What follows belongs to an exercise in optimizing a design on an open flow for small area, a short achievable clock period and few clock cycles per item; a production flow would make more cautious choices. At most, simulation tests tie the RTL to the original design; equivalence was not proved. Power is estimated from default activity; no workload was simulated.

Setup of old:
// systolic_dct_1d_param
module systolic_dct_1d_param #(
    parameter int N         = 8,
    parameter int DATA_W    = 16,
    parameter int COEF_W    = 16,
    parameter int FRAC_BITS = 14,
    parameter int ACC_W     = DATA_W + COEF_W + $clog2(N),
    parameter int OUT_W     = 32
) (
    input  logic                      clk,
    input  logic                      rst,
    input  logic signed [DATA_W-1:0]  in_data,
    input  logic                      in_valid,
    output logic                      in_ready,
    input  logic                      coef_we,
    input  logic [$clog2(N*N)-1:0]    coef_addr,
    input  logic signed [COEF_W-1:0]  coef_wdata,
    output logic [N*OUT_W-1:0]        out_data,
    output logic                      out_valid,
    input  logic                      out_ready,
    output logic                      done,
    output logic                      busy
);
Settings: LEC_CHECK=0, CAP_MARGIN=20, CORE_MARGIN=2, CORE_UTILIZATION=40, SLEW_MARGIN=20, SYNTH_HIERARCHICAL=1; clock period 10.0 ns.
standard.sh (not shown) runs the stock make flow with config.mk's settings and CLKGATE_MAP_FILE= SYNTH_SCRIPT=/design/flow/synth_recipe.tcl, a recipe that flattens the netlist after the stock synthesis.
==> flow/flow/run.sh <==
#!/bin/bash
# Layout flow: the standard flow (the standard.sh) with a larger setup repair margin.
set -o pipefail
export SETUP_SLACK_MARGIN=6.5
bash standard.sh synth > synth.log 2>&1 || exit 1
bash standard.sh finish > finish.log 2>&1 || exit 1
Input changes introduced in new (baseline for comparison: old):
-- flow/design.v --
<<< old, line 30
    logic [7:0]          n1oh;
    logic [15:0]         x1;
    logic                vb;
    logic [2:0]          nb;
    logic [7:0]          nboh;
    logic [15:0]         xb;
    logic                rst_r, wq_v;
    logic [5:0]          wq_a;
    logic [15:0]         wq_d;
    logic [2:0]          ys    [8];
    logic [2:0]          ys_nx [8];
    logic                v2, first2, last2;
    logic [7:0]          one2, two2, neg2;
>>> new, line 30
    logic [7:0]          n1oh;
    logic [15:0]         x1;
    logic                v2, first2, last2;
    logic [7:0]          one2, two2, neg2;
<<< old, line 64
        full_nx  = last2 || (full_acc && !transfer);
        ov_nx    = transfer || (out_valid && !out_ready);
        infl_nx  = last1_nx || (v1 && n1 == 3'd7) || (vb && nb == 3'd7) || full_nx;
    end
    always_ff @(posedge clk) begin
>>> new, line 55
        full_nx  = last2 || (full_acc && !transfer);
        ov_nx    = transfer || (out_valid && !out_ready);
        infl_nx  = last1_nx || (v1 && n1 == 3'd7) || full_nx;
    end
    always_ff @(posedge clk) begin
<<< old, line 70
            cnt      <= '0;
            v1       <= 1'b0;
            vb       <= 1'b0;
            v2       <= 1'b0;
            first2   <= 1'b0;
>>> new, line 61
            cnt      <= '0;
            v1       <= 1'b0;
            v2       <= 1'b0;
            first2   <= 1'b0;
<<< old, line 82
            cnt      <= cnt_nx;
            v1       <= accept;
            vb       <= v1;
            v2       <= vb;
            first2   <= vb && nb == 3'd0;
            last2    <= vb && nb == 3'd7;
            full_acc <= full_nx;
            done     <= transfer;
>>> new, line 72
            cnt      <= cnt_nx;
            v1       <= accept;
            v2       <= v1;
            first2   <= v1 && n1 == 3'd0;
            last2    <= v1 && n1 == 3'd7;
            full_acc <= full_nx;
            done     <= transfer;
<<< old, line 96
        for (int j = 0; j < 8; j++) begin
            logic b2, b1, b0;
            b2 = xb[2*j+1];
            b1 = xb[2*j];
            b0 = (j == 0) ? 1'b0 : xb[2*j-1];
            b_one[j] = b1 ^ b0;
            b_two[j] = (b2 & ~b1 & ~b0) | (~b2 & b1 & b0);
>>> new, line 85
        for (int j = 0; j < 8; j++) begin
            logic b2, b1, b0;
            b2 = x1[2*j+1];
            b1 = x1[2*j];
            b0 = (j == 0) ? 1'b0 : x1[2*j-1];
            b_one[j] = b1 ^ b0;
            b_two[j] = (b2 & ~b1 & ~b0) | (~b2 & b1 & b0);
<<< old, line 108
        n1   <= cnt;
        for (int n = 0; n < 8; n++) n1oh[n] <= (cnt == 3'(n));
        xb   <= x1;
        nb   <= n1;
        nboh <= n1oh;
        one2 <= b_one & {8{vb}};
        two2 <= b_two & {8{vb}};
        neg2 <= b_neg & {8{vb}};
        for (int k = 0; k < 8; k++) begin
            cr[k] <= '0;
            for (int n = 0; n < 8; n++) if (nboh[n]) cr[k] <= coef[k*8 + n];
        end
    end
    always_ff @(posedge clk) begin
        rst_r <= rst;
        wq_v  <= !rst && coef_we && !busy;
        wq_a  <= coef_addr;
        wq_d  <= coef_wdata;
    end
    assign wdata_q = wq_d & {16{~rst_r}};
    always_comb begin
        for (int i = 0; i < 64; i++) wen[i] = rst_r || (wq_v && wq_a == 6'(i));
    end
    always_ff @(posedge clk) begin
>>> new, line 97
        n1   <= cnt;
        for (int n = 0; n < 8; n++) n1oh[n] <= (cnt == 3'(n));
        one2 <= b_one & {8{v1}};
        two2 <= b_two & {8{v1}};
        neg2 <= b_neg & {8{v1}};
        for (int k = 0; k < 8; k++) begin
            cr[k] <= '0;
            for (int n = 0; n < 8; n++) if (n1oh[n]) cr[k] <= coef[k*8 + n];
        end
    end
    assign wdata_q = coef_wdata & {16{~rst}};
    always_comb begin
        for (int i = 0; i < 64; i++) wen[i] = rst || (coef_we && !busy && coef_addr == 6'(i));
    end
    always_ff @(posedge clk) begin
<<< old, line 143
            acc_c[k] <= c_nx[k];
        end
        dct_cpa u_cpa (.a(acc_s[k]), .b(acc_c[k]), .y(y_nx[k]), .ys(ys_nx[k]));
        always_ff @(posedge clk) begin
            if (transfer) begin
                y[k]  <= y_nx[k];
                ys[k] <= ys_nx[k];
            end
        end
        assign out_data[k*OUT_W +: OUT_W] = {{3{ys[k][2]}}, {4{ys[k][1]}}, {4{ys[k][0]}}, y[k]};
    end
endmodule
>>> new, line 123
            acc_c[k] <= c_nx[k];
        end
        dct_cpa u_cpa (.a(acc_s[k]), .b(acc_c[k]), .y(y_nx[k]));
        always_ff @(posedge clk) begin
            if (transfer) y[k] <= y_nx[k];
        end
        assign out_data[k*OUT_W +: OUT_W] = {{(OUT_W-YW){y[k][YW-1]}}, y[k]};
    end
endmodule
<<< old, line 446
    input  logic [34:0] a,
    input  logic [34:0] b,
    output logic [20:0] y,
    output logic [2:0] ys
);
    wire [34:0] g = a & b;
>>> new, line 423
    input  logic [34:0] a,
    input  logic [34:0] b,
    output logic [20:0] y
);
    wire [34:0] g = a & b;
<<< old, line 594
    assign y[19] = p[33] ^ gg59;
    assign y[20] = p[34] ^ gg43;
    assign ys = {3{p[34] ^ gg43}};
endmodule
>>> new, line 570
    assign y[19] = p[33] ^ gg59;
    assign y[20] = p[34] ^ gg43;
endmodule
### Flow results
Between old and new, number of nets in the finished design is lower for new, old comes in above that.
new against old: combinational power went up by 34%; part of the Yosys area used for sequential elements now smaller.
Re average wire length per cell after detail routing: old and new aren't equal, and the lower value belongs to old.
Diff old -> new: average vias per placed instance increased 0.025; via count of the first global-routing pass decreased 0.89%; hold slack increased 120 ps.
new ends up with higher layout overhead on the synthesized area than old does.
Side by side, transition time at the pin with the least slew margin turned out lower in new than in old.
Wire length (higher): old
Re instance area at placement: old and new aren't equal, and the lower value belongs to new.
NOTE synthesized area per cell old->new decreased slightly
In new the combinational group share of total power turned out 7.6 points higher than in old.
Testbench counts of new, summed over its fixed seeds: cycles 3,104, blocks 384.
No functional check of the RTL was part of old.

## port drivers added, routing unchanged
Ports are ideal in the flow. The routed layouts listed here were re-timed in OpenROAD.
Step 1: set_driving_cell puts a clkbuf_16 on clk and a buf_2 on each other input, an assumption about the parent block.
Step 2, shift: input delay + t, output delay - t, t = (earliest + latest rising clock arrival at the registers) / 2. This alone moves slack from input paths to output paths.
Three values: ideal, step 1, step 2; two values: the first two.
| run | t (ns) | setup slack, ns | slew at the worst register clock pin (ns) |
|---|---|---|---|
| old | 0.978 | 6.426 / 6.334 / 6.202 | 0.07 / 0.07 |
| new | 0.964 | 6.335 / 6.230 / 5.454 | 0.07 / 0.07 |
After both steps setup and hold are still met in every run listed. The setup slack of new, which loses most, moves by -0.105 ns with the drivers and by -0.881 ns with both steps.
